This is an optimization exercise on Yosys and OpenROAD, whose aim is small area, a short achievable clock period and few clock cycles, not a production implementation.
At most, simulation tests tie the RTL to the original design; equivalence was not proved.
Only the layout flow was run in run 5; the RTL was not checked for function there.
No activity file was given, so power comes from the tool's default toggle rates.

<file path="design/flow/design.v">
`timescale 1ns / 1ps
module write_batch_record_parser (
  input  logic                clk_i,
  input  logic                rst_ni,
  input  logic                in_valid_i,
  output logic                in_ready_o,
  input  logic [41:0]         in_data_i,
  output logic                out_valid_o,
  input  logic                out_ready_i,
  output logic [143:0]        out_data_o,
  input  logic                cfg_valid_i,
  output logic                cfg_ready_o,
  input  logic                cfg_index_i,
  input  logic [31:0]         cfg_data_i
);
  localparam logic [2:0] PhHeader = 3'd0;
  localparam logic [2:0] PhTag    = 3'd1;
  localparam logic [2:0] PhKeyLen = 3'd2;
  localparam logic [2:0] PhValLen = 3'd3;
  localparam logic [2:0] PhKey    = 3'd4;
  localparam logic [2:0] PhVal    = 3'd5;
  localparam logic [2:0] PhErrTag = 3'd6;
  localparam logic [2:0] PhErrLen = 3'd7;
  logic [7:0]  b;
  logic        bf, bl;
  logic [31:0] sp;
  assign b  = in_data_i[41:34];
  assign bf = in_data_i[33];
  assign bl = in_data_i[32];
  assign sp = in_data_i[31:0];
  logic [2:0]  phase_q, phase_n;
  logic        idle_q;
  logic [3:0]  cnt_q, cnt_n;
  logic [31:0] len_q;
  logic [31:0] diff_q;
  logic        dz_q;
  logic [63:0] rseq_q;
  logic [31:0] pos_q, pos_n;
  logic        lag_q;
  logic [31:0] rs_q;
  logic        rsp_q, rsp_d;   
  logic        ov_q;           
  logic        del_q, del_n, ddel_q;
  logic        vp_q;
  logic [31:0] file_q;
  logic        fzero_q, fresh_q;
  logic        hd_q, hn_q, hs_q;
  logic        sep_q;   
  logic        hd_d, hn_d, hs_d;
  logic        empty_q, single_q, behind_q;
  logic        rip_q;     
  logic        hdone_q, lpz_q, hst_q, rl_q;
  logic        b0p_q;     
  logic [7:0]  byte_q;
  logic        fe_q, dk_q;
  logic        in_fire, upd, pop, pop_done, pos_mv;
  logic        emit_data, do_finish, do_after_key, hdr_end, seq_wr, cnt_wr;
  logic [31:0] len_new, len_pf;
  logic        len_ph;
  logic        len_new_zero, len_one, grp_zero;
  logic [2:0]  code;
  assign cfg_ready_o = 1'b1;
  assign out_valid_o = ov_q;
  assign in_ready_o  = empty_q || (out_ready_i && rip_q);
  assign in_fire     = in_valid_i && in_ready_o;
  assign upd         = in_fire && (bf || !idle_q);
  assign pop         = out_ready_i && ov_q;
  assign rsp_d       = upd && !behind_q && (bf || hdr_end);
  assign pop_done    = out_ready_i && !hd_q && hn_q;
  assign pos_mv      = upd && !bf && !behind_q;
  always_comb begin
    for (int i = 0; i < 32; i++) begin
      if (cnt_q == 4'(i / 7)) len_new[i] = b[i % 7];
      else if (cnt_q == 4'd0) len_new[i] = 1'b0;
      else len_new[i] = len_q[i];
    end
  end
  assign grp_zero     = (cnt_q == 4'd4) ? (b[3:0] == 4'd0) : (b[6:0] == 7'd0);
  assign len_new_zero = grp_zero && ((cnt_q == 4'd0) || (len_q == 32'd0));
  assign len_one      = (len_q == 32'd1);
  assign len_ph       = (phase_q == PhKeyLen) || (phase_q == PhValLen);
  assign len_pf       = (vp_q && !del_q && !fzero_q) ? file_q : 32'd0;
  always_comb begin
    phase_n = phase_q;
    cnt_n   = cnt_q;
    del_n   = del_q;
    seq_wr  = 1'b0;
    cnt_wr  = 1'b0;
    hdr_end = 1'b0;
    emit_data    = 1'b0;
    do_finish    = 1'b0;
    do_after_key = 1'b0;
    case (phase_q)
      PhHeader: begin
        cnt_n = cnt_q + 4'd1;
        if (cnt_q[3]) cnt_wr = 1'b1;
        else seq_wr = 1'b1;
        if (cnt_q == 4'd11) begin
          hdr_end = 1'b1;
          cnt_n   = 4'd0;
          phase_n = PhTag;
        end
      end
      PhTag: begin
        if (b[7:1] == 7'd0) begin
          del_n   = !b[0];
          phase_n = PhKeyLen;
        end else begin
          phase_n = PhErrTag;
        end
      end
      PhKeyLen, PhValLen: begin
        cnt_n = cnt_q + 4'd1;
        if (b[7]) begin
          if (cnt_q == 4'd4) phase_n = PhErrLen;
        end else begin
          cnt_n = 4'd0;
          if (phase_q == PhKeyLen) begin
            if (len_new_zero) do_after_key = 1'b1;
            else phase_n = PhKey;
          end else begin
            if (len_new_zero) do_finish = 1'b1;
            else phase_n = PhVal;
          end
        end
      end
      PhKey: begin
        emit_data = 1'b1;
        if (len_one) do_after_key = 1'b1;
      end
      PhVal: begin
        emit_data = !vp_q;
        if (len_one) do_finish = 1'b1;
      end
      default: ;
    endcase
    if (do_after_key) begin
      if (del_q) do_finish = 1'b1;
      else phase_n = PhValLen;
    end
    if (do_finish) begin
      phase_n = PhTag;
    end
  end
  assign pos_n = pos_q + (lag_q ? 32'd2 : 32'd1);
  logic [63:0] rseq_inc;
  logic [31:0] diff_dec;
  assign rseq_inc = rseq_q + {63'd0, pop_done};
  assign diff_dec = diff_q - {31'd0, pop_done};
  always_comb begin
    hd_d = hd_q;
    hn_d = hn_q;
    hs_d = hs_q;
    if (upd) begin
      hs_d = bl;
      hd_d = !bf && emit_data;
      hn_d = behind_q || (!bf && do_finish);
    end else if (pop) begin
      if (hd_q) hd_d = 1'b0;
      else if (hn_q) hn_d = 1'b0;
      else hs_d = 1'b0;
    end
  end
  always_ff @(posedge clk_i or negedge rst_ni) begin
    if (!rst_ni) begin
      phase_q  <= PhHeader;
      idle_q   <= 1'b0;
      cnt_q    <= '0;
      pos_q    <= '0;
      lag_q    <= 1'b0;
      vp_q     <= 1'b0;
      fzero_q  <= 1'b1;
      fresh_q  <= 1'b1;
      hd_q     <= 1'b0;
      hn_q     <= 1'b0;
      hs_q     <= 1'b0;
      sep_q    <= 1'b0;
      empty_q  <= 1'b1;
      ov_q     <= 1'b0;
      rsp_q    <= 1'b0;
      single_q <= 1'b0;
      behind_q <= 1'b0;
      rip_q    <= 1'b0;
      hdone_q  <= 1'b0;
      lpz_q    <= 1'b1;
      hst_q    <= 1'b1;
      rl_q     <= 1'b1;
      b0p_q    <= 1'b0;
    end else begin
      if (cfg_valid_i) begin
        if (cfg_index_i) fzero_q <= 1'b0;
        else vp_q <= cfg_data_i[0];
      end
      if (upd && (bf || hdr_end)) fresh_q <= 1'b0;
      if (upd && bf) pos_q <= sp;
      else if (pos_mv) pos_q <= pos_n;
      hd_q     <= hd_d;
      hn_q     <= hn_d;
      hs_q     <= hs_d;
      empty_q  <= !(hd_d || hn_d || hs_d);
      ov_q     <= (hd_d || hn_d || hs_d) && !rsp_d;
      rsp_q    <= rsp_d;
      single_q <= hd_d ? !(hn_d || hs_d) : (hn_d != hs_d);
      behind_q <= hd_d && hn_d && !hs_d;
      rip_q    <= (hd_d ? !hs_d : (hn_d != hs_d)) && !rsp_d;
      hdone_q  <= !hd_d && hn_d;
      lpz_q    <= hd_d || (fresh_q && !(upd && (bf || hdr_end)));
      hst_q    <= !hd_d && !hn_d;
      rl_q     <= hd_d ? !(hn_d || hs_d) : (!hn_d || !hs_d || (upd ? behind_q : sep_q));
      if (upd && bf && behind_q) b0p_q <= 1'b1;
      else if (pop_done) b0p_q <= 1'b0;
      if (upd) begin
        idle_q <= bl;
        sep_q  <= behind_q;
        if (bf) begin
          phase_q <= PhHeader;
          cnt_q   <= 4'd1;
          lag_q   <= 1'b1;
        end else begin
          phase_q <= phase_n;
          cnt_q   <= cnt_n;
          lag_q <= behind_q;
        end
      end
    end
  end
  always_ff @(posedge clk_i) begin
    if (cfg_valid_i && cfg_index_i) file_q <= cfg_data_i;
    if (rsp_q || pop_done) rs_q <= pos_q;
    if (upd && !bf && (len_ph || phase_q == PhKey || phase_q == PhVal)) begin
      if (do_finish) len_q <= len_pf;
      else if (len_ph) len_q <= len_new;
      else len_q <= len_q - 32'd1;
    end
    if (upd && !bf && phase_q == PhTag) del_q <= !b[0];
    if (upd && !bf && do_finish) ddel_q <= del_q;
    if ((upd && !bf && emit_data) || (upd && bf && behind_q)) begin
      byte_q <= b;
      fe_q   <= len_one;
      dk_q   <= phase_q[0];
    end
    for (int k = 1; k < 8; k++) begin
      rseq_q[8*k +: 8] <= (upd && !bf && seq_wr && cnt_q[2:0] == 3'(k))
                          ? b : rseq_inc[8*k +: 8];
    end
    if (upd && (bf ? !behind_q : (seq_wr && cnt_q[2:0] == 3'd0))) rseq_q[7:0] <= b;
    else if (b0p_q && pop_done) rseq_q[7:0] <= byte_q;
    else rseq_q[7:0] <= rseq_inc[7:0];
    for (int k = 0; k < 4; k++) begin
      diff_q[8*k +: 8] <= (upd && !bf && cnt_wr && cnt_q[1:0] == 2'(k))
                          ? b : diff_dec[8*k +: 8];
    end
    if (upd && !bf && cnt_wr) begin
      dz_q <= (b == 8'd0) && (diff_q[23:0] == 24'd0);
    end else if (pop_done) begin
      dz_q <= (diff_q == 32'd1);
    end
  end
  always_comb begin
    case (phase_q)
      PhErrTag: code = 3'd4;
      PhHeader: code = 3'd1;
      PhTag:    code = dz_q ? 3'd0 : 3'd5;
      default:  code = del_q ? 3'd3 : 3'd2;
    endcase
  end
  logic head_done;
  assign head_done   = !hd_q && !hst_q;
  assign out_data_o[143]     = !hd_q;
  assign out_data_o[142]     = hd_q ? dk_q : !hn_q;
  assign out_data_o[141:134] = hd_q ? byte_q : 8'd0;
  assign out_data_o[133]     = hd_q && fe_q;
  assign out_data_o[132]     = hd_q ? del_q : (hn_q && ddel_q);
  assign out_data_o[131:100] = hdone_q ? rseq_q[63:32] : 32'd0;
  assign out_data_o[99:68]   = head_done ? rseq_q[31:0] : 32'd0;
  assign out_data_o[67:36]   = lpz_q ? 32'd0 : rs_q;
  assign out_data_o[35:4]    = hdone_q ? len_q : 32'd0;
  assign out_data_o[3:1]     = hst_q ? code : 3'd0;
  assign out_data_o[0]       = rl_q;
endmodule
</file>
<file path="design/flow/flow/run.sh">
#!/bin/bash
# The standard layout, with the port buffers made of buf_1 cells instead of the
# cell buffer_ports picks by itself (a delay cell four times the area).
set -euo pipefail
export BUFFER_PORTS_ARGS="-buffer_cell sky130_fd_sc_hd__buf_1"
bash standard.sh > standard.log 2>&1
</file>
<file path="design/flow/standard.sh">
#!/bin/bash
# synth_recipe.tcl (not shown) runs the flow's synth.tcl, then flattens the netlist and writes it again
# the make line also repeats each setting of config.mk as NAME=value (left out here)
make -C /OpenROAD-flow-scripts/flow DESIGN_CONFIG=/design/flow/config.mk WORK_HOME=/design/flow/orfs CLKGATE_MAP_FILE= SYNTH_SCRIPT=/design/flow/synth_recipe.tcl "${@:-finish}"
</file>
<file path="design/flow/config.mk">
export PLATFORM = sky130hd
export DESIGN_NAME = write_batch_record_parser
export DESIGN_NICKNAME = write_batch_record_parser
export VERILOG_FILES = /design/flow/design.v
export SDC_FILE = /design/flow/constraint.sdc
export NUM_CORES = 4
export LEC_CHECK = 0
export CAP_MARGIN = 20
export CORE_MARGIN = 2
export CORE_UTILIZATION = 75
export PLACE_DENSITY = 0.75
export SETUP_SLACK_MARGIN = 3.8
export SLEW_MARGIN = 20
</file>
<file path="design/flow/constraint.sdc">
create_clock -name core_clock -period 7.0 [get_ports {clk_i}]
set_input_delay 1.4000 -clock core_clock [delete_from_list [all_inputs] [get_ports {clk_i}]]
set_output_delay 1.4000 -clock core_clock [all_outputs]
set_load 0.01 [all_outputs]
</file>
==> results_dict.tcl, run 1 <==
set metrics [dict create \
    drtPass1Iterations 9 \
    multi_input_area_um2 7250 \
    die_y_um 142 \
    fmax_mhz 306 \
    hold_path_class "flop to flop" \
    critPathBufInv 3 \
    finalMaxSlewViolations 0 \
    drt_iter0_drc 1399 \
    fin_crit_ns 3.26 \
    ys_seq_area_share_pct 46.8 \
    die-area_um2 20100 \
    skew_ns 0.0121 \
    portBuffers 225 \
    setup_violations 0 \
    grt_antenna_before_repair 0 \
    rows 50 \
    rsz0062_at_grt "true" \
    critPathSlowestCell "a21oi_4" \
    seq_area_um2 6670 \
    layout_common_cells "220 x buf_1, 155 x nor2_1, 150 x nand2_1" \
    grt_pass1_vias 12100 \
    fin_util_pct 87.3 \
    overflow 0 \
    crit_family "buffers and inverters" \
    cts_max_level 1 \
    grt_max_degree 59 \
    final_hold_viol_count 0 \
    dp_hpwl_um 25800 \
    gp_congestion 0.966 \
    synth_nets 1641 \
    start_util_pct 76.2 \
    routed_wl_um 39500 \
    vdd.ir_drop.worst_uv 265 \
    cts_tree "built" \
    relSlewSlack_pct 27.5 \
    syn2layout_area_growth_pct 14.6 \
    synthCells 1545 \
    status "complete, no violations" \
    yosys_warnings 1 \
    die_x_um 142 \
    cp.arrival_ns 1.86 \
    grt_first_pass_wirelength_um 60700 \
    end_kind "primary output" \
    final_common_cell "buf_1" \
    ys_ff_latch 263 \
    clockBufferDepth 3 \
    grtUsageTotal_pct 37.9 \
    synth_edf_count 109 \
    worst_pin_slew_ns 1.09 \
    ys_types 80 \
    drtAntennaViolNets 0 \
    leakage_nw 6.02 \
    cts_buffers 27 \
    drc 0 \
    critPathMaxFanout 3 \
    viasPerCell 6.48 \
    avgSynthCellArea_um2 9.20 \
    synth_area_um2 14200 \
    final.setup.tns_ns 0 \
    worstPathRequired_ns 5.60 \
    insertion_delay_ns 0.53 \
    cts.sink_count 263 \
    nets 1845 \
    synthFlopType "edfxtp_1" \
    final_layout_size_suffix_gt1_share_pct 9.27 \
    io_pins 227 \
    fp.coreArea_um2 18600 \
    cts_root_buffer "clkbuf_16" \
    critPathLaunchType "input port" \
    cts.clk_slew.worst_paths_ns 0.06 \
    cp_slowest_stage_delay_ns 0.16 \
    diodes 0 \
    hold_buffers 0 \
    max_cap_viol_count 0 \
    finalCritPeriodShare_pct 46.6 \
    critPathKind "input port to primary output" \
    fill_cells 976 \
    powerDensity_nw_per_um2 273 \
    via_count 13000 \
    async_flop_share_pct 22.1 \
    wl_per_cell_um 19.7 \
    cp_cell_sequence "buf_8 -> a21oi_4 -> clkinv_4 -> buf_6" \
]
through the flow:
step	cells	setup WS, ns	power (mW)	cell area [um2]	hold slack, ns
finish	2003	3.74	4.44	16300	0.477
global placement	1932	3.06	3.02	15200	0.453
global route	2003	3.66	4.62	16300	0.490
CTS	1990	3.73	4.40	16100	0.470
detailed placement	1932	2.89	3.08	15200	0.456
floorplan	1545	3.74	2.79	14400	0.423
layer usage:
metal / vias up / wire, um / part of all wire, % / track usage [%]
met3: 192 / 3920 / 9.9 / 6.21
li1: 5839 / - / - / -
met2: 895 / 19200 / 49 / 63.6
met4: 0 / 1860 / 4.7 / 17.0
met5: - / 0 / 0 / 0
met1: 6058 / 14500 / 37 / 48.8
path summary, 6_finish.rpt:
kind                             startpoint         end  slack (ns)  cells after the start
min in group asynchronous            rst_ni   pos_q[31]        1.00                      2
worst min register to register     pos_q[4]     rs_q[4]        0.48                      0
worst max-delay path            out_ready_i  in_ready_o        3.74                      4
worst min-delay path               pos_q[4]     rs_q[4]        0.48                      0
max in group asynchronous            rst_ni        hd_q        5.46                      2
worst max register to register    len_q[26]   len_q[15]        3.85                      5
layout make-up:
| class | count | area share (%) |
|---|---|---|
| multi-input cells | 1163 | 44.5 |
| flip-flops and latches | 263 | 41.0 |
| repair buffers | 262 | 7.12 |
| clock buffers | 42 | 4.62 |
| well taps | 234 | 1.80 |
| inverters | 32 | 0.768 |
| clock inverters | 7 | 0.215 |
worst reg2reg max path, cell delays in order (launching register included):
cell and delay, ns:
edfxtp_1 0.44, or4_1 0.64, nor4bb_1 0.55, and4_2 0.50
a31oi_4 0.27, a41oi_4 0.43
sequential cells by signal, summed over array words and instances (netlist names), 3 cells and up:
| signal | flops |
|---|---|
| diff_q | 32 |
| rseq_q | 64 |
| cnt_q | 4 |
| rs_q | 32 |
| byte_q | 8 |
| pos_q | 32 |
| len_q | 32 |
| phase_q | 3 |
| file_q | 32 |
synthesized netlist by cell type (5+ instances only):
master | count | area (um2)
nor2_1 | 158 | 593
nand2_1 | 150 | 563
and2_1 | 117 | 732
a21oi_1 | 110 | 551
edfxtp_1 | 109 | 3270
dfxtp_1 | 96 | 1920
xnor2_1 | 81 | 709
clkbuf_1 | 72 | 270
nand3_1 | 67 | 335
o21ai_0 | 60 | 300
xor2_1 | 56 | 490
dfrtp_1 | 52 | 1300
nor2b_1 | 39 | 244
nor3_1 | 39 | 195
nand4_1 | 35 | 219
inv_1 | 31 | 116
and3_1 | 28 | 175
nor4_1 | 18 | 113
ha_1 | 15 | 188
nand3_2 | 14 | 140
o21ai_2 | 14 | 123
or3_1 | 13 | 81.3
or4_1 | 12 | 90.1
and4_1 | 11 | 96.3
a31oi_1 | 10 | 62.6
a211oi_1 | 9 | 67.6
nand2b_1 | 7 | 43.8
nand3b_1 | 7 | 52.6
dfstp_2 | 6 | 158
nor3b_1 | 6 | 45.0
o22ai_1 | 6 | 37.5
mux2i_1 | 5 | 50.1
o211ai_1 | 5 | 37.5
kinds of logic (layout without fill, tap and decap cells):
| logic type | after synthesis | count (layout) | share of synthesized area (%) |
|---|---|---|---|
| AND/OR/NAND/NOR | 737 | 737 | 27.4 |
| AO/OA/AOI/OAI | 264 | 265 | 11.5 |
| flip-flops | 263 | 263 | 46.8 |
| XOR/XNOR | 137 | 137 | 8.44 |
| buffers and inverters | 120 | 343 | 3.85 |
| adder cells (fa/ha/maj) | 16 | 16 | 1.46 |
| multiplexers | 7 | 7 | 0.511 |
| other | 1 | 1 | 0.0264 |
report_power, final:
| group | switching [mW] | internal (mW) | leakage [nW] |
|---|---|---|---|
| clock network | 0.579 | 0.734 | 0.381 |
| logic | 0.505 | 0.357 | 3.14 |
| registers | 0.333 | 1.93 | 2.50 |
| total | 1.42 | 3.03 | 6.02 |
repair_timing:
item / in CTS / in global routing
setup endpoints to repair: 163 / 149
gates resized for setup: 30 / 10
pin swaps: 6 / 0
gates cloned: 1 / 0
buffers inserted: 8 / 13
Testbench counts, summed over its fixed seeds: cycles 79,187.
==> inputs of run 2 (changes only) <==
--- a/design/flow/config.mk
+++ b/design/flow/config.mk
@@ -8,6 +8,7 @@
 export CAP_MARGIN = 20
 export CORE_MARGIN = 2
-export CORE_UTILIZATION = 75
-export PLACE_DENSITY = 0.75
+export CORE_UTILIZATION = 60
+export CTS_CLUSTER_DIAMETER = 80
+export CTS_CLUSTER_SIZE = 40
 export SETUP_SLACK_MARGIN = 3.8
 export SLEW_MARGIN = 20
==> run 2 against run 1 <==
  * Clock skew increased by 0.0060 ns
  * Still clean on timing, DRC and antenna
  * Setup slack improved by 0.0053 ns
  * Highest routed layer unchanged
  * Clock-buffer cell count decreased by 26
  * Register-to-register slack improved by 0.04 ns
  * Routed wire length decreased by 3.2%
==> results_dict.tcl, run 2 <==
set metrics [dict create \
    cts_buffers 14 \
    cp.arrival_ns 1.86 \
    layout_common_cells "220 x buf_1, 154 x nor2_1, 150 x nand2_1" \
    synth_top_area_share_pct 23.0 \
    syn2layout_area_growth_pct 13.7 \
    fin_crit_ns 3.26 \
    insertion_delay_ns 0.52 \
    routed_wl_um 38300 \
    portBuffers 225 \
    critPathLaunchType "input port" \
    status "complete, no violations" \
    synth_edf_count 109 \
    die_x_um 158 \
    drtAntennaViolNets 0 \
    largest_reg_flops 64 \
    seq_area_um2 6670 \
    cts_tree "built" \
    finalCritPeriodShare_pct 46.6 \
    die-area_um2 24900 \
    p_int_mw 2.71 \
    fmax_mhz 307 \
    die_y_um 158 \
    clockBufferDepth 3 \
    critPathMaxFanout 3 \
    final_layout_size_suffix_gt1_share_pct 9.26 \
    grt_pass1_vias 11100 \
    gp_congestion 0.905 \
    yosysMostFrequentCell "nor2_1" \
    final_common_cell "buf_1" \
    wl_per_cell_um 18.5 \
    synthFlopType "edfxtp_1" \
    ys_seq_area_share_pct 46.8 \
    finalMaxSlewViolations 0 \
    hold_path_class "flop to flop" \
    skew_ns 0.0181 \
    final.setup.tns_ns 0 \
    via_count 12000 \
    grt_max_degree 65 \
    regMostFlops "rseq_q" \
    ys_types 80 \
    p_comb_share_pct 20.6 \
    grtUsageTotal_pct 30.3 \
    cts_max_level 1 \
    critPathKind "input port to primary output" \
    final_hold_viol_count 0 \
    synthTopCellsByArea "edfxtp_1 23%, dfxtp_1 14%, dfrtp_1 9.2%, and2_1 5.2%, xnor2_1 5.0%" \
    yosys_warnings 1 \
    p_sw_mw 1.36 \
    drtPass1Iterations 6 \
    hold_buffers 0 \
    synthTopCellsByCount "158 x nor2_1, 150 x nand2_1, 117 x and2_1" \
    grt_antenna_before_repair 0 \
    relSlewSlack_pct 30.0 \
    rsz0062_at_grt "true" \
    cts_root_buffer "clkbuf_16" \
    avgSynthCellArea_um2 9.20 \
    dp_hpwl_um 26200 \
    overflow 0 \
    clkPwrFrac_pct 24.1 \
    fill_cells 1926 \
    multi_input_area_um2 7270 \
    synthCells 1545 \
    power_mw 4.07 \
    grt_first_pass_wirelength_um 59400 \
    seqPwrFrac_pct 55.3 \
    swShare_pct 33.4 \
    cts.clk_slew.worst_paths_ns 0.10 \
    whs_ns 0.496 \
    synth_area_um2 14200 \
    nets 1838 \
    powerDensity_nw_per_um2 252 \
    worst_pin_slew_ns 1.05 \
    setup_violations 0 \
    diodes 0 \
    max_cap_viol_count 0 \
    yosysTopAreaCell "edfxtp_1" \
    drt_iter0_drc 944 \
    viasPerCell 5.81 \
    vdd.ir_drop.worst_uv 195 \
    async_flop_share_pct 22.1 \
    io_pins 227 \
    ys_ff_latch 263 \
    place_area_um2 15300 \
    start_util_pct 60.9 \
    leakage_nw 5.90 \
    cts.sink_count 263 \
    worstPathRequired_ns 5.60 \
    fp.coreArea_um2 23300 \
    fin_area_um2 16200 \
    drc 0 \
    synth_nets 1641 \
    end_kind "primary output" \
    rows 56 \
]
-- run 2: what timing repair did --
item	in CTS	in global routing
cloned	1	0
setup buffers	14	13
pin swaps	6	3
resized for setup	29	14
endpoints found under the hold margin	0	0
endpoints found under the setup margin	130	135
-- run 2: power by group through the flow --
| stage | Combinational, mW | Sequential, mW | Clock [mW] |
|---|---|---|---|
| 2_1_floorplan | 0.610 | 2.18 | 0 |
| 3_3_place_gp | 0.789 | 2.26 | 0 |
| 3_5_place_dp | 0.807 | 2.27 | 0 |
| 4_1_cts | 0.833 | 2.24 | 0.989 |
| 5_1_grt | 0.944 | 2.30 | 1.05 |
| 6_report | 0.840 | 2.25 | 0.979 |
-- run 2: final timing paths --
kind | startpoint | end | slack (ns) | depth (start not counted)
min in group asynchronous | rst_ni | pos_q[31] | 1.03 | 2
worst min-delay path | fresh_q | fresh_q | 0.50 | 1
worst min register to register | fresh_q | fresh_q | 0.50 | 1
worst max-delay path | out_ready_i | in_ready_o | 3.74 | 4
max in group asynchronous | rst_ni | hd_q | 5.39 | 2
worst max register to register | len_q[24] | len_q[26] | 3.89 | 5
-- run 2: worst max-delay path, cell delays in order --
cell,delay (ns)
buf_8,0.10
a21oi_4,0.16
clkinv_4,0.07
buf_6,0.12
-- run 2: layout make-up --
type,count,share of cell area (%)
inverter,32,0.775
timing repair buffer,268,7.53
tap,319,2.47
sequential,263,41.3
clock buffer,16,2.35
multi-input combinational,1163,45.0
clock inverter,8,0.612
-- run 2: routing by layer --
metal,vias up,global-route usage (%),wire (um)
li1,5820,-,-
met1,5629,42.0,16300
met2,500,50.4,18300
met3,64,3.59,2820
met4,0,8.61,880
met5,-,0,0
-- run 2: stage by stage --
stage	cells	utilization, %	setup WS (ns)
2_1_floorplan	1545	-	3.74
3_3_place_gp	2017	65.6	3.00
3_5_place_dp	2017	65.6	2.87
4_1_cts	2056	68.6	3.74
5_1_grt	2069	69.2	3.71
6_report	2069	69.2	3.74
-- run 2: kinds of logic after synthesis --
group           synth area share [%]
compound gates                  11.5
xor+xnor                        8.44
fa+ha+maj                       1.46
buf+inv                         3.85
flops                           46.8
mux                            0.511
other cells                   0.0264
simple gates                    27.4
==> inputs of run 3 (changes only) <==
--- a/design/flow/config.mk
+++ b/design/flow/config.mk
@@ -9,6 +9,5 @@
 export CORE_MARGIN = 2
 export CORE_UTILIZATION = 60
-export CTS_CLUSTER_DIAMETER = 80
-export CTS_CLUSTER_SIZE = 40
+export GPL_TIMING_DRIVEN = 1
 export SETUP_SLACK_MARGIN = 3.8
 export SLEW_MARGIN = 20
==> run 3 against run 2 <==
  * Still clean on timing, DRC and antenna
  * Register-to-register slack better by 0.05 ns
  * Clock-buffer cell count up 21
  * Final area up 2.9%
  * Fmax is essentially flat
  * Routed wire length increased by 0.98%
  * Critical path depth unchanged
  * Total power increased by 14%
  * Flip-flop and latch count unchanged
  * Critical path type unchanged
  * Largest power group unchanged
==> results_dict.tcl, run 3 <==
set metrics [dict create \
    status "complete, no violations" \
    yosys_warnings 1 \
    synth_compound_area_share_pct 11.5 \
    synthFlopType "edfxtp_1" \
    io_pins 227 \
    avgSynthCellArea_um2 9.20 \
    finalMaxSlewViolations 0 \
    relSlewSlack_pct 31.0 \
    grt_antenna_before_repair 0 \
    layout_common_cells "220 x buf_1, 154 x nor2_1, 149 x nand2_1" \
    cts_tree "built" \
    end_kind "primary output" \
    via_count 12100 \
    ys_types 80 \
    worstPathRequired_ns 5.60 \
    nets 1849 \
    setup_violations 0 \
    cts.sink_count 263 \
    viasPerCell 5.80 \
    drc 0 \
    synthTopCellsByCount "158 x nor2_1, 150 x nand2_1, 117 x and2_1" \
    critPathLaunchType "input port" \
    regMostFlops "rseq_q" \
    overflow 0 \
    finalCritPeriodShare_pct 46.6 \
    p_sw_mw 1.42 \
    skew_ns 0.0232 \
    grt_max_degree 65 \
    die-area_um2 24900 \
    grtUsageTotal_pct 30.7 \
    portBuffers 225 \
    vdd.ir_drop.worst_uv 229 \
    synthTopCellsByArea "edfxtp_1 23%, dfxtp_1 14%, dfrtp_1 9.2%, and2_1 5.2%, xnor2_1 5.0%" \
    gp_congestion 0.905 \
    synth_edf_count 109 \
    place_ws_ns 2.87 \
    dp_hpwl_um 26200 \
    cts_max_level 1 \
    die_x_um 158 \
    fin_crit_ns 3.26 \
    clkPwrFrac_pct 33.1 \
    powerDensity_nw_per_um2 279 \
    drt_iter0_drc 921 \
    max_cap_viol_count 0 \
    critPathKind "input port to primary output" \
    setup_ws_ns 3.74 \
    fmax_mhz 307 \
    grt_first_pass_wirelength_um 60200 \
    largest_reg_flops 64 \
    swShare_pct 30.7 \
    start_util_pct 60.9 \
    final_layout_size_suffix_gt1_share_pct 10.4 \
    worst_pin_slew_ns 1.03 \
    synth_nets 1641 \
    yosysTopAreaCell "edfxtp_1" \
    ys_seq_area_share_pct 46.8 \
    clockBufferDepth 3 \
    synth_area_um2 14200 \
    cts.clk_slew.worst_paths_ns 0.06 \
    ys_ff_latch 263 \
    drtAntennaViolNets 0 \
    synthCells 1545 \
    hold_path_class "flop to flop" \
    p_int_mw 3.21 \
    cp.arrival_ns 1.86 \
    cts_buffers 28 \
    async_flop_share_pct 22.1 \
    p_comb_share_pct 18.2 \
    grt_pass1_vias 11300 \
    final.setup.tns_ns 0 \
    leakage_nw 6.13 \
    yosysMostFrequentCell "nor2_1" \
    synth_top_family_by_area "simple AND/OR/NAND/NOR gates" \
    synth_fa_ha_area_share_pct 1.46 \
    rsz0062_at_grt "true" \
    die_y_um 158 \
    routed_wl_um 38700 \
    final_common_cell "buf_1" \
    synth_xor_area_share_pct 8.44 \
    syn2layout_area_growth_pct 17.0 \
    synth_top_area_share_pct 23.0 \
    rows 56 \
    drtPass1Iterations 7 \
    fp.coreArea_um2 23300 \
    cts_root_buffer "clkbuf_16" \
    synth-simple-area-share_pct 27.4 \
    wl_per_cell_um 18.5 \
    critPathMaxFanout 3 \
    diodes 0 \
    seqPwrFrac_pct 48.7 \
    synth.mux.area_fraction_pct 0.511 \
    final_hold_viol_count 0 \
    insertion_delay_ns 0.55 \
]
## run 3: cell types whose count changed in the layout (fill, tap and decap cells not counted), moves of 2 or more
cell and delta:
clkbuf_16 +14, clkinv_2 +6, clkbuf_8 +5, bufinv_16 +3, buf_4 -2, clkbuf_1 +2, clkinv_1 +2
## run 3: final cells by class
cell class | instances | area, um2
clock inverters | 15 | 160
fillers | 1860 | 6710
clock buffers | 37 | 806
repair buffers | 265 | 1190
well taps | 319 | 399
flip-flops and latches | 263 | 6670
inverters | 32 | 125
multi-input cells | 1163 | 7280
## run 3: layer usage
layer	global-route usage (%)	wire length [um]	part of all wire, %
met4	8.92	893	2.3
met3	3.97	2760	7.1
met1	42.0	16500	43
met5	0	0	0
met2	51.3	18500	48
## run 3: path summary, 6_finish.rpt
kind	start	end	slack [ns]	depth (start not counted)
max	out_ready_i	in_ready_o	3.74	4
min	b0p_q	b0p_q	0.49	2
max reg2reg	len_q[26]	len_q[16]	3.94	5
min reg2reg	b0p_q	b0p_q	0.49	2
max in group asynchronous	rst_ni	hd_q	5.43	2
min in group asynchronous	rst_ni	pos_q[31]	1.00	2
## run 3: logic make-up (layout without fill, tap and decap cells)
group / count (synthesis) / count (layout)
AND/OR/NAND/NOR: 737 / 737
other: 1 / 1
multiplexers: 7 / 7
buffers and inverters: 120 / 349
AO/OA/AOI/OAI: 264 / 265
XOR/XNOR: 137 / 137
adder cells (fa/ha/maj): 16 / 16
flip-flops: 263 / 263
## run 3: power by group through the flow
stage / Clock (mW) / Combinational (mW) / Sequential [mW]
3_3_place_gp: 0 / 0.789 / 2.26
5_1_grt: 1.62 / 0.948 / 2.30
6_report: 1.53 / 0.844 / 2.26
3_5_place_dp: 0 / 0.807 / 2.27
2_1_floorplan: 0 / 0.610 / 2.18
4_1_cts: 1.55 / 0.837 / 2.25
## run 3: critical path: stages
cell      delay, ns
buf_8          0.10
a21oi_4        0.16
clkinv_4       0.07
buf_6          0.12
## run 3: timing repair
item                       4_1_cts  5_1_grt
setup endpoints to repair      143      175
buffers inserted                14       10
resized for setup               31       15
cloned                           1        0
hold buffers                     0        0
hold endpoints to repair         0        0
pin swaps                        4        3
## run 3: stage by stage
stage | cell area, um2 | power (mW) | util (%) | hold WS (ns) | instances
finish | 16600 | 4.63 | 71.3 | 0.486 | 2094
detailed placement | 15300 | 3.08 | 65.6 | 0.464 | 2017
global route | 16600 | 4.86 | 71.3 | 0.505 | 2094
global placement | 15300 | 3.05 | 65.6 | 0.459 | 2017
floorplan | 14400 | 2.79 | - | 0.423 | 1545
CTS | 16500 | 4.63 | 70.6 | 0.481 | 2084
==> inputs of run 4 (changes only) <==
--- a/design/flow/config.mk
+++ b/design/flow/config.mk
@@ -9,5 +9,4 @@
 export CORE_MARGIN = 2
 export CORE_UTILIZATION = 60
-export GPL_TIMING_DRIVEN = 1
 export SETUP_SLACK_MARGIN = 3.8
 export SLEW_MARGIN = 20
==> run 4 against run 3 <==
  * Still clean on timing, DRC and antenna
  * Sequential share of layout area unchanged
  * Setup slack unchanged
  * Clock skew unchanged
  * First-iteration DRC count unchanged
  * Die area unchanged
  * Synthesized cell count unchanged
  * Clock-buffer cell count unchanged
  * Via count unchanged
  * Final area unchanged
  * Global-route usage unchanged
  * Sequential power about the same
  * Largest cell class unchanged
  * Largest power group unchanged
==> results_dict.tcl, run 4 <==
set metrics [dict create \
    synthFlopType "edfxtp_1" \
    ys_types 80 \
    place_area_um2 15300 \
    largest_reg_flops 64 \
    insertion_delay_ns 0.55 \
    grtUsageTotal_pct 30.7 \
    rsz0062_at_grt "true" \
    p_int_mw 3.21 \
    cp_slowest_stage_delay_ns 0.16 \
    ys_seq_area_share_pct 46.8 \
    yosys_warnings 1 \
    synth_top_area_share_pct 23.0 \
    fill_cells 1860 \
    fin_crit_ns 3.26 \
    clkPwrFrac_pct 33.1 \
    grt_antenna_before_repair 0 \
    critPathLaunchType "input port" \
    critPathSlowestCell "a21oi_4" \
    clockBufferDepth 3 \
    cts.clk_slew.worst_paths_ns 0.06 \
    r2r_start "len_q[26]" \
    synthTopCellsByArea "edfxtp_1 23%, dfxtp_1 14%, dfrtp_1 9.2%, and2_1 5.2%, xnor2_1 5.0%" \
    die_y_um 158 \
    cp.depth 4 \
    swShare_pct 30.7 \
    finalCritPeriodShare_pct 46.6 \
    p_comb_share_pct 18.2 \
    cp_cell_sequence "buf_8 -> a21oi_4 -> clkinv_4 -> buf_6" \
    final.setup.tns_ns 0 \
    overflow 0 \
    relSlewSlack_pct 31.0 \
    drtAntennaViolNets 0 \
    final_common_cell "buf_1" \
    synth_xor_area_share_pct 8.44 \
    synth_top_family_by_area "simple AND/OR/NAND/NOR gates" \
    final_hold_viol_count 0 \
    die_x_um 158 \
    skew_ns 0.0232 \
    worst_pin_slew_ns 1.03 \
    dp_hpwl_um 26200 \
    cts_root_buffer "clkbuf_16" \
    die-area_um2 24900 \
    layout_common_cells "220 x buf_1, 154 x nor2_1, 149 x nand2_1" \
    start_util_pct 60.9 \
    hold_path_class "flop to flop" \
    regMostFlops "rseq_q" \
    via_count 12100 \
    vdd.ir_drop.worst_uv 229 \
    synthCells 1545 \
    avgSynthCellArea_um2 9.20 \
    final_layout_size_suffix_gt1_share_pct 10.4 \
    critPathKind "input port to primary output" \
    synth_compound_area_share_pct 11.5 \
    crit_family "buffers and inverters" \
    synth_fa_ha_area_share_pct 1.46 \
    routed_wl_um 38700 \
    synthTopCellsByCount "158 x nor2_1, 150 x nand2_1, 117 x and2_1" \
    drt_iter0_drc 921 \
    ys_ff_latch 263 \
    leakage_nw 6.13 \
    max_cap_viol_count 0 \
    rows 56 \
    fmax_mhz 307 \
    gp_congestion 0.905 \
    synth_area_um2 14200 \
    seqPwrFrac_pct 48.7 \
    powerDensity_nw_per_um2 279 \
    cp.arrival_ns 1.86 \
    critPathBufInv 3 \
    p_sw_mw 1.42 \
    critPathMaxFanout 3 \
    async_flop_share_pct 22.1 \
    status "complete, no violations" \
    drc 0 \
    crit_start "out_ready_i" \
    cts_tree "built" \
    fp.coreArea_um2 23300 \
    end_kind "primary output" \
    r2r_end "len_q[16]" \
    grt_pass1_vias 11300 \
    reg2regPathDepth 5 \
    cts_max_level 1 \
    nets 1849 \
    grt_first_pass_wirelength_um 60200 \
    grt_max_degree 65 \
    synth-simple-area-share_pct 27.4 \
    crit_end "in_ready_o" \
    r2r_slack_ns 3.94 \
    portBuffers 225 \
    setup_violations 0 \
    synth_nets 1641 \
    diodes 0 \
    cts_buffers 28 \
    finalMaxSlewViolations 0 \
    syn2layout_area_growth_pct 17.0 \
    viasPerCell 5.80 \
    yosysTopAreaCell "edfxtp_1" \
    synth_edf_count 109 \
    worstPathRequired_ns 5.60 \
    power_mw 4.63 \
    cts.sink_count 263 \
    yosysMostFrequentCell "nor2_1" \
    wl_per_cell_um 18.5 \
    drtPass1Iterations 7 \
    io_pins 227 \
    synth.mux.area_fraction_pct 0.511 \
    fin_area_um2 16600 \
]
-- run 4: cell counts after synthesis --
No cell type changed its count.
-- run 4: timing repair --
action / CTS / global route
gates cloned: 1 / 0
buffers inserted: 14 / 10
gates resized for setup: 31 / 15
hold buffers: 0 / 0
endpoints found under the setup margin: 143 / 175
endpoints found under the hold margin: 0 / 0
pin swaps: 4 / 3
-- run 4: worst reg2reg max path: stages (launching register included) --
cell      delay, ns
edfxtp_1       0.44
or4_1          0.68
nor4bb_2       0.40
and4_2         0.44
a31oi_4        0.31
a41oi_4        0.46
-- run 4: area by class of cell --
type / count / area, um2 / area share, %
Multi-Input combinational cell: 1163 / 7280 / 43.8
Sequential cell: 263 / 6670 / 40.1
Timing Repair Buffer: 265 / 1190 / 7.14
Clock buffer: 37 / 806 / 4.85
Tap cell: 319 / 399 / 2.40
Clock inverter: 15 / 160 / 0.963
Inverter: 32 / 125 / 0.753
-- run 4: kinds of logic after synthesis --
group	after synthesis
compound gates	264
xor+xnor	137
fa+ha+maj	16
buf+inv	120
flops	263
mux	7
other cells	1
simple gates	737
-- run 4: layer usage --
layer | global-route usage, % | vias to the layer above | part of all wire (%)
met4 | 8.92 | 0 | 2.3
met2 | 51.3 | 518 | 48
met3 | 3.97 | 70 | 7.1
met1 | 42.0 | 5707 | 43
li1 | - | 5848 | -
met5 | 0 | - | 0
-- run 4: stage by stage --
stage | worst slack, ns | util [%] | hold WS [ns] | std cells
2_1_floorplan | 3.74 | - | 0.423 | 1545
3_3_place_gp | 3.00 | 65.6 | 0.459 | 2017
3_5_place_dp | 2.87 | 65.6 | 0.464 | 2017
4_1_cts | 3.74 | 70.6 | 0.481 | 2084
5_1_grt | 3.70 | 71.3 | 0.505 | 2094
6_report | 3.74 | 71.3 | 0.486 | 2094
-- run 4: worst min-delay path by stage --
stage	start	end	slack, ns	depth (start not counted)
3_5_place_dp	pos_q[4]	rs_q[4]	0.46	0
2_1_floorplan	phase_q[0]	dk_q	0.42	0
4_1_cts	pos_q[4]	rs_q[4]	0.48	0
5_1_grt	pos_q[4]	rs_q[4]	0.50	0
6_report	b0p_q	b0p_q	0.49	2
3_3_place_gp	pos_q[4]	rs_q[4]	0.46	0
-- run 4: power by group through the flow --
stage | logic (mW) | clock network [mW] | registers (mW)
floorplan | 0.610 | 0 | 2.18
global placement | 0.789 | 0 | 2.26
detailed placement | 0.807 | 0 | 2.27
CTS | 0.837 | 1.55 | 2.25
global route | 0.948 | 1.62 | 2.30
finish | 0.844 | 1.53 | 2.26
==> inputs of run 5 (changes only) <==
--- a/design/flow/design.v
+++ b/design/flow/design.v
@@ -51,4 +51,5 @@
   logic        rip_q;     
   logic        hdone_q, lpz_q, hst_q, rl_q;
+  logic        pfen_q, pfen_d, hpf_q;
   logic        b0p_q;     
   logic [7:0]  byte_q;
@@ -80,5 +81,6 @@
   assign len_one      = (len_q == 32'd1);
   assign len_ph       = (phase_q == PhKeyLen) || (phase_q == PhValLen);
-  assign len_pf       = (vp_q && !del_q && !fzero_q) ? file_q : 32'd0;
+  assign len_pf       = file_q;
+  assign pfen_d       = (upd && !bf && do_finish) ? (vp_q && !del_q && !fzero_q) : pfen_q;
   always_comb begin
     phase_n = phase_q;
@@ -183,4 +185,5 @@
       rip_q    <= 1'b0;
       hdone_q  <= 1'b0;
+      hpf_q    <= 1'b0;
       lpz_q    <= 1'b1;
       hst_q    <= 1'b1;
@@ -205,4 +208,5 @@
       rip_q    <= (hd_d ? !hs_d : (hn_d != hs_d)) && !rsp_d;
       hdone_q  <= !hd_d && hn_d;
+      hpf_q    <= !hd_d && hn_d && pfen_d;
       lpz_q    <= hd_d || (fresh_q && !(upd && (bf || hdr_end)));
       hst_q    <= !hd_d && !hn_d;
@@ -235,4 +239,5 @@
     if (upd && !bf && phase_q == PhTag) del_q <= !b[0];
     if (upd && !bf && do_finish) ddel_q <= del_q;
+    pfen_q <= pfen_d;
     if ((upd && !bf && emit_data) || (upd && bf && behind_q)) begin
       byte_q <= b;
@@ -275,5 +280,5 @@
   assign out_data_o[99:68]   = head_done ? rseq_q[31:0] : 32'd0;
   assign out_data_o[67:36]   = lpz_q ? 32'd0 : rs_q;
-  assign out_data_o[35:4]    = hdone_q ? len_q : 32'd0;
+  assign out_data_o[35:4]    = hpf_q ? len_q : 32'd0;
   assign out_data_o[3:1]     = hst_q ? code : 3'd0;
   assign out_data_o[0]       = rl_q;
==> run 5 against run 4 <==
  * Still clean on timing, DRC and antenna
  * Sequential power up about 10%
  * Core utilization up 0.38 points
  * Via count down 3.1%
  * Synthesized area down 0.85%
  * Fmax up 0.66%
  * Global-route usage down 1.8 points
  * Register-to-register slack better by 0.04 ns
  * Final cell count down 0.53%
  * Die area down 0.83%
  * Final area up 0.23%
  * Non-clock buffer count up 14
  * Largest power group unchanged
==> results_dict.tcl, run 5 <==
set metrics [dict create \
    status "complete, no violations" \
    synth_nets 1606 \
    clkPwrFrac_pct 29.1 \
    drtPass1Iterations 6 \
    hold_buffers 0 \
    start_util_pct 60.6 \
    critPathKind "input port to primary output" \
    fin_util_pct 71.6 \
    hold_path_class "flop to flop" \
    io_pins 227 \
    final_hold_viol_count 0 \
    grt_max_degree 67 \
    fp.coreArea_um2 23300 \
    ys_types 75 \
    via_count 11800 \
    cts_buffers 29 \
    insertion_delay_ns 0.54 \
    leakage_nw 6.23 \
    avgSynthCellArea_um2 9.33 \
    synth_top_area_share_pct 23.2 \
    skew_ns 0.00823 \
    routed_wl_um 37000 \
    p_sw_mw 1.80 \
    synthTopCellsByArea "edfxtp_1 23%, dfxtp_1 14%, dfrtp_1 9.4%, and2_1 5.3%, xor2_1 5.0%" \
    fin_crit_ns 3.24 \
    whs_endpoint "rs_q[25]" \
    yosysTopAreaCell "edfxtp_1" \
    largest_reg_flops 64 \
    cp_cell_sequence "buf_8 -> a21oi_4 -> inv_2 -> buf_6" \
    rows 56 \
    place_ws_ns 2.89 \
    min_from "pos_q[25]" \
    layout_common_cells "220 x buf_1, 172 x nand2_1, 142 x nor2_1" \
    finalMaxSlewViolations 0 \
    cp.arrival_ns 1.84 \
    finalCritPeriodShare_pct 46.3 \
    synthFlopType "edfxtp_1" \
    grt_antenna_before_repair 0 \
    r2r_end "len_q[25]" \
    powerDensity_nw_per_um2 328 \
    fill_cells 1888 \
    synth_area_um2 14100 \
    reg2regPathDepth 7 \
    async_flop_share_pct 22.3 \
    r2r_slack_ns 3.98 \
    portBuffers 225 \
    die_x_um 157 \
    p_int_mw 3.66 \
    critPathMaxFanout 3 \
    syn2layout_area_growth_pct 18.3 \
    gp_congestion 0.867 \
    diodes 0 \
    fmax_mhz 309 \
    yosysMostFrequentCell "nand2_1" \
    grt_first_pass_wirelength_um 57100 \
    worstPathRequired_ns 5.60 \
    cts.sink_count 265 \
    critPathLaunchType "input port" \
    hold_depth 0 \
    relSlewSlack_pct 49.3 \
    worst_pin_slew_ns 0.760 \
    final.setup.tns_ns 0 \
    seqPwrFrac_pct 45.5 \
    grtUsageTotal_pct 28.9 \
    cts_tree "built" \
    vdd.ir_drop.worst_uv 344 \
    max_cap_viol_count 0 \
    regMostFlops "rseq_q" \
    cts.clk_slew.worst_paths_ns 0.06 \
    die_y_um 157 \
    setup_violations 0 \
    drt_iter0_drc 978 \
    synthTopCellsByCount "174 x nand2_1, 145 x nor2_1, 119 x and2_1" \
    setup_ws_ns 3.76 \
    die-area_um2 24700 \
    dp_hpwl_um 24400 \
    viasPerCell 5.65 \
    overflow 0 \
    synth_edf_count 109 \
    final_common_cell "buf_1" \
    cp_slowest_stage_delay_ns 0.14 \
    cts_max_level 1 \
    r2r_start "len_q[20]" \
    critPathSlowestCell "a21oi_4" \
    p_comb_share_pct 25.4 \
    nets 1838 \
    end_kind "primary output" \
    ys_ff_latch 265 \
    swShare_pct 33.0 \
    yosys_warnings 1 \
    wl_per_cell_um 17.8 \
    clockBufferDepth 3 \
    drtAntennaViolNets 0 \
    ys_seq_area_share_pct 47.5 \
    drc 0 \
    synthCells 1510 \
    cts_root_buffer "clkbuf_16" \
    grt_pass1_vias 10900 \
    final_layout_size_suffix_gt1_share_pct 10.5 \
    rsz0062_at_grt "true" \
]
-- run 5: cell types whose count changed in the layout (fill, tap and decap cells not counted), sizes merged, moves of 6 or more --
cell and change:
o21ai +15, o21a +8, nand3 -37, buf +14, a21oi -9, o221ai +6, nor2 -14, xnor2 -17
xor2 +25, nor3 -6, nand2 +24
-- run 5: worst max-delay path: cells and delay by family --
| kind | cells | cell delay, ns |
|---|---|---|
| buf+inv | 3 | 0.29 |
| compound gates | 1 | 0.14 |
-- run 5: layout make-up --
cell class | instances | area [um2] | area share (%)
multi-input cells | 1141 | 7070 | 42.5
flip-flops and latches | 265 | 6710 | 40.3
repair buffers | 279 | 1380 | 8.27
clock buffers | 42 | 845 | 5.07
well taps | 319 | 399 | 2.40
clock inverters | 11 | 159 | 0.954
inverters | 26 | 97.6 | 0.586
-- run 5: power by group through the flow --
| stage | Combinational [mW] | Sequential [mW] | Clock, mW |
|---|---|---|---|
| after floorplan | 0.977 | 2.38 | 0 |
| after detailed placement | 1.30 | 2.50 | 0 |
| after CTS | 1.36 | 2.47 | 1.61 |
| after global placement | 1.27 | 2.48 | 0 |
| after global routing | 1.55 | 2.55 | 1.67 |
| final | 1.39 | 2.49 | 1.59 |
-- run 5: cells by family (layout without fill, tap and decap cells) --
group           count (synthesis)  after routing  share of synthesized area [%]
other cells                     1              1                         0.0266
mux                            10             10                          0.764
buf+inv                       105            358                           3.58
compound gates                262            263                           10.9
xor+xnor                      145            145                           9.01
simple gates                  706            706                           26.7
fa+ha+maj                      16             16                           1.47
flops                         265            265                           47.5
-- run 5: repair_timing --
item,in CTS,in global routing
pin swaps,9,9
endpoints found under the hold margin,0,0
resized for setup,29,24
setup endpoints to repair,182,163
cloned,2,1
setup buffers,12,24
-- run 5: worst max-delay path by stage --
stage | end | startpoint | cells past startpoint
finish | in_ready_o | out_ready_i | 4
global route | rseq_q[2] | in_data_i[33] | 6
CTS | in_ready_o | out_ready_i | 4
detailed placement | rseq_q[38] | out_ready_i | 10
global placement | len_q[13] | in_data_i[34] | 9
floorplan | len_q[14] | in_data_i[34] | 7
-- run 5: metal layers --
| metal | track usage (%) | vias up | share of wire [%] |
|---|---|---|---|
| li1 | - | 5728 | - |
| met2 | 46.9 | 466 | 47 |
| met3 | 3.77 | 52 | 7.5 |
| met5 | 0 | - | 0 |
| met4 | 7.53 | 0 | 1.8 |
| met1 | 41.2 | 5516 | 44 |
-- run 5: metrics by stage --
| step | power, mW | cells | hold WS (ns) | area (um2) |
|---|---|---|---|---|
| finish | 5.47 | 2083 | 0.480 | 16700 |
| global route | 5.76 | 2083 | 0.499 | 16700 |
| CTS | 5.44 | 2058 | 0.484 | 16400 |
| detailed placement | 3.80 | 1991 | 0.462 | 15100 |
| global placement | 3.75 | 1990 | 0.447 | 15100 |
| floorplan | 3.36 | 1510 | 0.434 | 14200 |
==> inputs of run 6 (changes only) <==
--- a/design/flow/design.v
+++ b/design/flow/design.v
@@ -49,7 +49,6 @@
   logic        hd_d, hn_d, hs_d;
   logic        empty_q, single_q, behind_q;
-  logic        rip_q;     
+  logic        acc_q;
   logic        hdone_q, lpz_q, hst_q, rl_q;
-  logic        pfen_q, pfen_d, hpf_q;
   logic        b0p_q;     
   logic [7:0]  byte_q;
@@ -63,5 +62,5 @@
   assign cfg_ready_o = 1'b1;
   assign out_valid_o = ov_q;
-  assign in_ready_o  = empty_q || (out_ready_i && rip_q);
+  assign in_ready_o  = out_ready_i && acc_q;
   assign in_fire     = in_valid_i && in_ready_o;
   assign upd         = in_fire && (bf || !idle_q);
@@ -81,6 +80,5 @@
   assign len_one      = (len_q == 32'd1);
   assign len_ph       = (phase_q == PhKeyLen) || (phase_q == PhValLen);
-  assign len_pf       = file_q;
-  assign pfen_d       = (upd && !bf && do_finish) ? (vp_q && !del_q && !fzero_q) : pfen_q;
+  assign len_pf       = (vp_q && !del_q && !fzero_q) ? file_q : 32'd0;
   always_comb begin
     phase_n = phase_q;
@@ -183,7 +181,6 @@
       single_q <= 1'b0;
       behind_q <= 1'b0;
-      rip_q    <= 1'b0;
+      acc_q    <= 1'b1;
       hdone_q  <= 1'b0;
-      hpf_q    <= 1'b0;
       lpz_q    <= 1'b1;
       hst_q    <= 1'b1;
@@ -206,7 +203,6 @@
       single_q <= hd_d ? !(hn_d || hs_d) : (hn_d != hs_d);
       behind_q <= hd_d && hn_d && !hs_d;
-      rip_q    <= (hd_d ? !hs_d : (hn_d != hs_d)) && !rsp_d;
+      acc_q    <= !(hd_d || hn_d || hs_d) || ((hd_d ? !hs_d : (hn_d != hs_d)) && !rsp_d);
       hdone_q  <= !hd_d && hn_d;
-      hpf_q    <= !hd_d && hn_d && pfen_d;
       lpz_q    <= hd_d || (fresh_q && !(upd && (bf || hdr_end)));
       hst_q    <= !hd_d && !hn_d;
@@ -239,5 +235,4 @@
     if (upd && !bf && phase_q == PhTag) del_q <= !b[0];
     if (upd && !bf && do_finish) ddel_q <= del_q;
-    pfen_q <= pfen_d;
     if ((upd && !bf && emit_data) || (upd && bf && behind_q)) begin
       byte_q <= b;
@@ -280,5 +275,5 @@
   assign out_data_o[99:68]   = head_done ? rseq_q[31:0] : 32'd0;
   assign out_data_o[67:36]   = lpz_q ? 32'd0 : rs_q;
-  assign out_data_o[35:4]    = hpf_q ? len_q : 32'd0;
+  assign out_data_o[35:4]    = hdone_q ? len_q : 32'd0;
   assign out_data_o[3:1]     = hst_q ? code : 3'd0;
   assign out_data_o[0]       = rl_q;
--- a/design/flow/config.mk
+++ b/design/flow/config.mk
@@ -9,4 +9,6 @@
 export CORE_MARGIN = 2
 export CORE_UTILIZATION = 60
+export CTS_CLUSTER_DIAMETER = 80
+export CTS_CLUSTER_SIZE = 40
 export SETUP_SLACK_MARGIN = 3.8
 export SLEW_MARGIN = 20
==> run 6 against run 5 <==
  * Final cell count is 0.14% lower
  * Die area grew 0.15%
  * Clock-buffer cell count decreased by 27
  * Largest power group unchanged
  * Clock power is 37% lower
  * Critical endpoint unchanged
  * Combinational power rose by 26%
  * Register-to-register slack got worse by 0.08 ns
  * Fmax rose by 1.5%
  * Synthesized area is 0.15% higher
  * Setup slack better by 0.047 ns
  * Critical path type unchanged
==> results_dict.tcl, run 6 <==
set metrics [dict create \
    gp_congestion 0.899 \
    yosysMostFrequentCell "nor2_1" \
    finalMaxSlewViolations 0 \
    start_util_pct 60.7 \
    final_hold_viol_count 0 \
    max_cap_viol_count 0 \
    die_x_um 157 \
    status "complete, no violations" \
    grt_first_pass_wirelength_um 60400 \
    vdd.ir_drop.worst_uv 298 \
    seqPwrFrac_pct 46.8 \
    clkPwrFrac_pct 19.3 \
    wl_per_cell_um 18.4 \
    finalCritPeriodShare_pct 45.6 \
    cts_buffers 14 \
    skew_ns 0.0301 \
    synthTopCellsByCount "143 x nor2_1, 136 x a21oi_1, 129 x nand2_1" \
    io_pins 227 \
    drtAntennaViolNets 0 \
    multi_input_area_um2 7310 \
    regMostFlops "rseq_q" \
    critPathKind "input port to primary output" \
    synth_area_um2 14100 \
    syn2layout_area_growth_pct 14.8 \
    cp.arrival_ns 1.79 \
    yosysTopAreaCell "edfxtp_1" \
    p_int_mw 3.15 \
    ys_seq_area_share_pct 47.0 \
    worst_pin_slew_ns 0.967 \
    synth_edf_count 109 \
    fill_cells 1927 \
    setup_violations 0 \
    grt_max_degree 65 \
    cts_root_buffer "clkbuf_16" \
    die_y_um 157 \
    final_layout_size_suffix_gt1_share_pct 8.46 \
    largest_reg_flops 64 \
    viasPerCell 5.95 \
    leakage_nw 5.86 \
    fp.coreArea_um2 23300 \
    fin_crit_ns 3.19 \
    yosys_warnings 1 \
    synthFlopType "edfxtp_1" \
    end_kind "primary output" \
    fin_cells 2080 \
    hold_depth 1 \
    cts.sink_count 262 \
    place_inst 2024 \
    seq_area_um2 6640 \
    overflow 0 \
    insertion_delay_ns 0.52 \
    r2r_start "cnt_q[0]" \
    r2r_end "len_q[4]" \
    routed_wl_um 38300 \
    drt_iter0_drc 1183 \
    synth_nets 1653 \
    min_from "fresh_q" \
    diodes 0 \
    portBuffers 225 \
    cts_max_level 1 \
    die-area_um2 24800 \
    synthTopCellsByArea "edfxtp_1 23%, dfxtp_1 14%, dfrtp_1 9.0%, and2_1 5.1%, a21oi_1 4.8%" \
    final_common_cell "buf_1" \
    rows 56 \
    synthCells 1557 \
    layout_common_cells "220 x buf_1, 141 x nor2_1, 129 x a21oi_1" \
    clockBufferDepth 3 \
    crit_end "in_ready_o" \
    ys_types 68 \
    grt_antenna_before_repair 0 \
    avgSynthCellArea_um2 9.06 \
    via_count 12400 \
    drc 0 \
    p_sw_mw 2.01 \
    async_flop_share_pct 21.8 \
    final.setup.tns_ns 0 \
    dp_hpwl_um 25600 \
    drtPass1Iterations 5 \
    rsz0062_at_grt "true" \
    worstPathRequired_ns 5.60 \
    crit_start "out_ready_i" \
    powerDensity_nw_per_um2 319 \
    critPathLaunchType "input port" \
    fmax_mhz 313 \
    swShare_pct 39.0 \
    cts.clk_slew.worst_paths_ns 0.12 \
    reg2regPathDepth 8 \
    hold_path_class "flop to flop" \
    grt_pass1_vias 11400 \
    p_comb_share_pct 33.9 \
    ys_ff_latch 262 \
    synth_top_area_share_pct 23.2 \
    grtUsageTotal_pct 30.7 \
    nets 1849 \
    cts_tree "built" \
    critPathMaxFanout 5 \
    relSlewSlack_pct 35.3 \
    r2r_slack_ns 3.90 \
    hold_buffers 0 \
]
run 6: routing by layer:
layer / routed length (um) / track usage, %
met5: 0 / 0
met3: 3000 / 3.69
met4: 983 / 9.48
met1: 16600 / 43.7
met2: 17700 / 49.3
run 6: worst min path at each step:
stage / end / slack, ns
finish: fresh_q / 0.48
global route: fresh_q / 0.50
CTS: fresh_q / 0.48
detailed placement: fresh_q / 0.46
global placement: fresh_q / 0.45
floorplan: fresh_q / 0.44
run 6: final cells by class:
class	count	area share (%)
Clock buffer	15	2.32
Clock inverter	9	0.726
Inverter	26	0.641
Multi-Input combinational cell	1177	45.2
Sequential cell	262	41.0
Tap cell	319	2.46
Timing Repair Buffer	271	7.66
Timing Repair inverter	1	0.0309
run 6: kinds of logic (layout without fill, tap and decap cells):
group	count (synthesis)	count (layout)	synth area share [%]
simple gates	705	708	26.5
compound gates	310	313	12.8
fa+ha+maj	16	16	1.47
other cells	1	1	0.0266
flops	262	262	47.0
mux	13	13	0.931
xor+xnor	126	126	7.82
buf+inv	124	322	3.51
run 6: worst max-delay path: stages:
cell    delay, ns
buf_4        0.14
and2_4       0.14
buf_6        0.11
run 6: repair_timing:
action / in CTS / in global routing
resized for setup: 30 / 15
pin swaps: 6 / 8
buffers inserted: 15 / 10
endpoints found under the setup margin: 189 / 103
gates cloned: 5 / 2
run 6: stage by stage:
stage	total power, mW	utilization [%]	hold WS [ns]	setup slack [ns]	area [um2]
after floorplan	3.54	-	0.441	3.73	14300
after global placement	4.02	65.7	0.448	2.32	15300
after detailed placement	4.06	65.7	0.460	2.22	15300
after CTS	5.13	69.0	0.477	3.81	16000
after global routing	5.48	69.6	0.499	3.77	16200
final	5.16	69.6	0.477	3.81	16200
run 6: power by group through the flow:
stage                     registers (mW)  clock network, mW  logic, mW
after CTS                           2.41               1.02       1.70
after global placement              2.44                  0       1.58
final                               2.42              0.998       1.75
after global routing                2.47               1.07       1.94
after detailed placement            2.45                  0       1.62
after floorplan                     2.30                  0       1.25
Testbench counts of run 6, summed over its fixed seeds: cycles 79,187.
==> inputs of run 7 (changes only) <==
--- a/design/flow/config.mk
+++ b/design/flow/config.mk
@@ -9,5 +9,5 @@
 export CORE_MARGIN = 2
 export CORE_UTILIZATION = 60
-export CTS_CLUSTER_DIAMETER = 80
+export CTS_CLUSTER_DIAMETER = 60
 export CTS_CLUSTER_SIZE = 40
 export SETUP_SLACK_MARGIN = 3.8
==> run 7 against run 6 <==
  * Critical endpoint unchanged
  * Combinational power about the same
  * Global-route usage down 0.083 points
  * Clock skew down 0.00058 ns
  * Synthesized area unchanged
  * Still clean on timing, DRC and antenna
  * Synthesized cell count stayed put
  * Sequential share of layout area shrank 0.65 points
  * Fmax about the same
  * Core utilization up 1.1 points
  * Clock-buffer cell count is 6 higher
  * Non-clock buffer count is 3 lower
  * Clock power grew 35%
  * Setup slack better by 0.0017 ns
==> results_dict.tcl, run 7 <==
set metrics [dict create \
    skew_ns 0.0295 \
    via_count 12400 \
    insertion_delay_ns 0.53 \
    seqPwrFrac_pct 43.9 \
    final_hold_viol_count 0 \
    swShare_pct 38.2 \
    synthFlopType "edfxtp_1" \
    portBuffers 225 \
    end_kind "primary output" \
    place_area_um2 15300 \
    synthCells 1557 \
    worstPathRequired_ns 5.60 \
    drtPass1Iterations 5 \
    cts.sink_count 262 \
    critPathMaxFanout 5 \
    grt_first_pass_wirelength_um 60500 \
    whs_ns 0.472 \
    start_util_pct 60.7 \
    cts.clk_slew.worst_paths_ns 0.09 \
    final_common_cell "buf_1" \
    p_int_mw 3.40 \
    fp.coreArea_um2 23300 \
    relSlewSlack_pct 35.8 \
    drc 0 \
    yosysMostFrequentCell "nor2_1" \
    viasPerCell 5.92 \
    routed_wl_um 38300 \
    leakage_nw 5.99 \
    diodes 0 \
    die_y_um 157 \
    die_x_um 157 \
    cts_max_level 1 \
    drtAntennaViolNets 0 \
    hold_buffers 0 \
    grt_max_degree 65 \
    yosys_warnings 1 \
    dp_hpwl_um 25600 \
    clockBufferDepth 3 \
    cts_root_buffer "clkbuf_16" \
    status "complete, no violations" \
    fmax_mhz 313 \
    powerDensity_nw_per_um2 335 \
    final.setup.tns_ns 0 \
    hold_path_class "flop to flop" \
    io_pins 227 \
    finalCritPeriodShare_pct 45.6 \
    synth_top_area_share_pct 23.2 \
    synth_nets 1653 \
    rsz0062_at_grt "true" \
    cp_cell_sequence "buf_4 -> and2_4 -> buf_6" \
    nets 1852 \
    synthTopCellsByArea "edfxtp_1 23%, dfxtp_1 14%, dfrtp_1 9.0%, and2_1 5.1%, a21oi_1 4.8%" \
    fin_crit_ns 3.19 \
    finalMaxSlewViolations 0 \
    syn2layout_area_growth_pct 16.6 \
    critPathKind "input port to primary output" \
    seq_area_um2 6640 \
    p_sw_mw 2.11 \
    layout_common_cells "220 x buf_1, 141 x nor2_1, 129 x a21oi_1" \
    synth_edf_count 109 \
    cp_slowest_stage_delay_ns 0.14 \
    grt_antenna_before_repair 0 \
    async_flop_share_pct 21.8 \
    overflow 0 \
    fin_area_um2 16500 \
    ys_seq_area_share_pct 47.0 \
    setup_violations 0 \
    synth_area_um2 14100 \
    p_comb_share_pct 31.6 \
    grtUsageTotal_pct 30.6 \
    synthTopCellsByCount "143 x nor2_1, 136 x a21oi_1, 129 x nand2_1" \
    critPathSlowestCell "buf_4" \
    drt_iter0_drc 964 \
    cts_buffers 21 \
    ys_ff_latch 262 \
    yosysTopAreaCell "edfxtp_1" \
    cp.arrival_ns 1.79 \
    cts_tree "built" \
    fill_cells 1895 \
    wl_per_cell_um 18.3 \
    die-area_um2 24800 \
    regMostFlops "rseq_q" \
    max_cap_viol_count 0 \
    vdd.ir_drop.worst_uv 205 \
    ys_types 68 \
    multi_input_area_um2 7300 \
    grt_pass1_vias 11500 \
    largest_reg_flops 64 \
    avgSynthCellArea_um2 9.06 \
    clkPwrFrac_pct 24.5 \
    final_layout_size_suffix_gt1_share_pct 9.03 \
    rows 56 \
    critPathLaunchType "input port" \
    gp_congestion 0.899 \
    worst_pin_slew_ns 0.958 \
]
[run 7: cell counts after synthesis]
No cell type changed its count.
[run 7: final timing paths]
path,from,endpoint,slack [ns],cells after the start
max,out_ready_i,in_ready_o,3.81,3
min,fresh_q,fresh_q,0.47,1
max reg2reg,cnt_q[0],len_q[19],3.92,8
min reg2reg,fresh_q,fresh_q,0.47,1
max in group asynchronous,rst_ni,hd_q,5.41,2
min in group asynchronous,rst_ni,pos_q[23],1.00,2
[run 7: stage by stage]
stage / total power, mW / instances / utilization (%) / setup WS [ns]
6_report: 5.51 / 2090 / 70.7 / 3.81
3_3_place_gp: 4.02 / 2024 / 65.7 / 2.32
5_1_grt: 5.83 / 2090 / 70.7 / 3.77
2_1_floorplan: 3.54 / 1557 / - / 3.73
3_5_place_dp: 4.06 / 2024 / 65.7 / 2.22
4_1_cts: 5.49 / 2080 / 70.2 / 3.80
[run 7: critical path, delay by kind of cell]
family	cells	cell delay, ns
buffers and inverters	2	0.25
and+or+nand+nor	1	0.14
[run 7: power by group through the flow]
stage | Combinational [mW] | Sequential (mW) | Clock [mW]
3_5_place_dp | 1.62 | 2.45 | 0
5_1_grt | 1.94 | 2.47 | 1.43
3_3_place_gp | 1.58 | 2.44 | 0
6_report | 1.74 | 2.42 | 1.35
2_1_floorplan | 1.25 | 2.30 | 0
4_1_cts | 1.70 | 2.41 | 1.37
[run 7: final cells by class]
cell class,count,share of cell area (%)
clock buffers,21,3.19
clock inverters,17,1.64
inverters,26,0.631
multi-input cells,1176,44.4
flip-flops and latches,262,40.4
well taps,319,2.43
repair buffers,268,7.34
repair inverters,1,0.0304
[run 7: cell families (layout without fill, tap and decap cells)]
| kind of cell | Yosys count | after routing | synth area share, % |
|---|---|---|---|
| buf+inv | 124 | 333 | 3.51 |
| compound gates | 310 | 313 | 12.8 |
| xor+xnor | 126 | 126 | 7.82 |
| simple gates | 705 | 707 | 26.5 |
| mux | 13 | 13 | 0.931 |
| other cells | 1 | 1 | 0.0266 |
| fa+ha+maj | 16 | 16 | 1.47 |
| flops | 262 | 262 | 47.0 |
[run 7: metal layers]
metal | share of wire (%) | GRT usage, % | vias up
met5 | 0 | 0 | -
met3 | 8.1 | 4.65 | 80
met1 | 43 | 42.4 | 5756
li1 | - | - | 5971
met4 | 2.4 | 8.66 | 0
met2 | 46 | 50.2 | 562
[run 7: timing repair]
action | 4_1_cts | 5_1_grt
hold endpoints to repair | 0 | 0
cloned | 5 | 1
pin swaps | 6 | 9
setup endpoints to repair | 187 | 106
gates resized for setup | 31 | 14
setup buffers | 13 | 9

[separate check: timing with driven ports]
How much do the figures lean on ideal ports? The routed layouts below were timed once more, with nothing changed but the port constraints.
Step 1, drivers: a clkbuf_16 drives clk_i and a buf_2 each remaining input, both assumed.
Step 2, shift: input delay + t, output delay - t, t = (earliest + latest rising clock arrival at the registers) / 2. This alone moves slack from input paths to output paths.
a / b / c = no drivers / after step 1 / after step 2; a / b = the first two.
run | shift t [ns] | setup WS [ns] | clock arrival spread, ns | slew at the worst register clock pin (ns)
run 1 | 0.577 | 3.736 / 3.684 / 3.169 | 0.012 / 0.012 | 0.06 / 0.06
run 2 | 0.559 | 3.741 / 3.693 / 3.298 | 0.019 / 0.019 | 0.12 / 0.12
run 3 | 0.591 | 3.739 / 3.698 / 3.306 | 0.023 / 0.023 | 0.07 / 0.07
run 4 | 0.591 | 3.739 / 3.698 / 3.306 | 0.023 / 0.023 | 0.07 / 0.07
run 5 | 0.583 | 3.760 / 3.706 / 3.184 | 0.008 / 0.008 | 0.06 / 0.06
run 6 | 0.560 | 3.807 / 3.767 / 3.306 | 0.030 / 0.030 | 0.12 / 0.12
run 7 | 0.568 | 3.809 / 3.770 / 3.336 | 0.033 / 0.034 | 0.09 / 0.09
After both steps setup and hold are still met in every run listed. The setup slack of run 5, which loses most, moves by -0.054 ns with the drivers and by -0.576 ns with both steps.
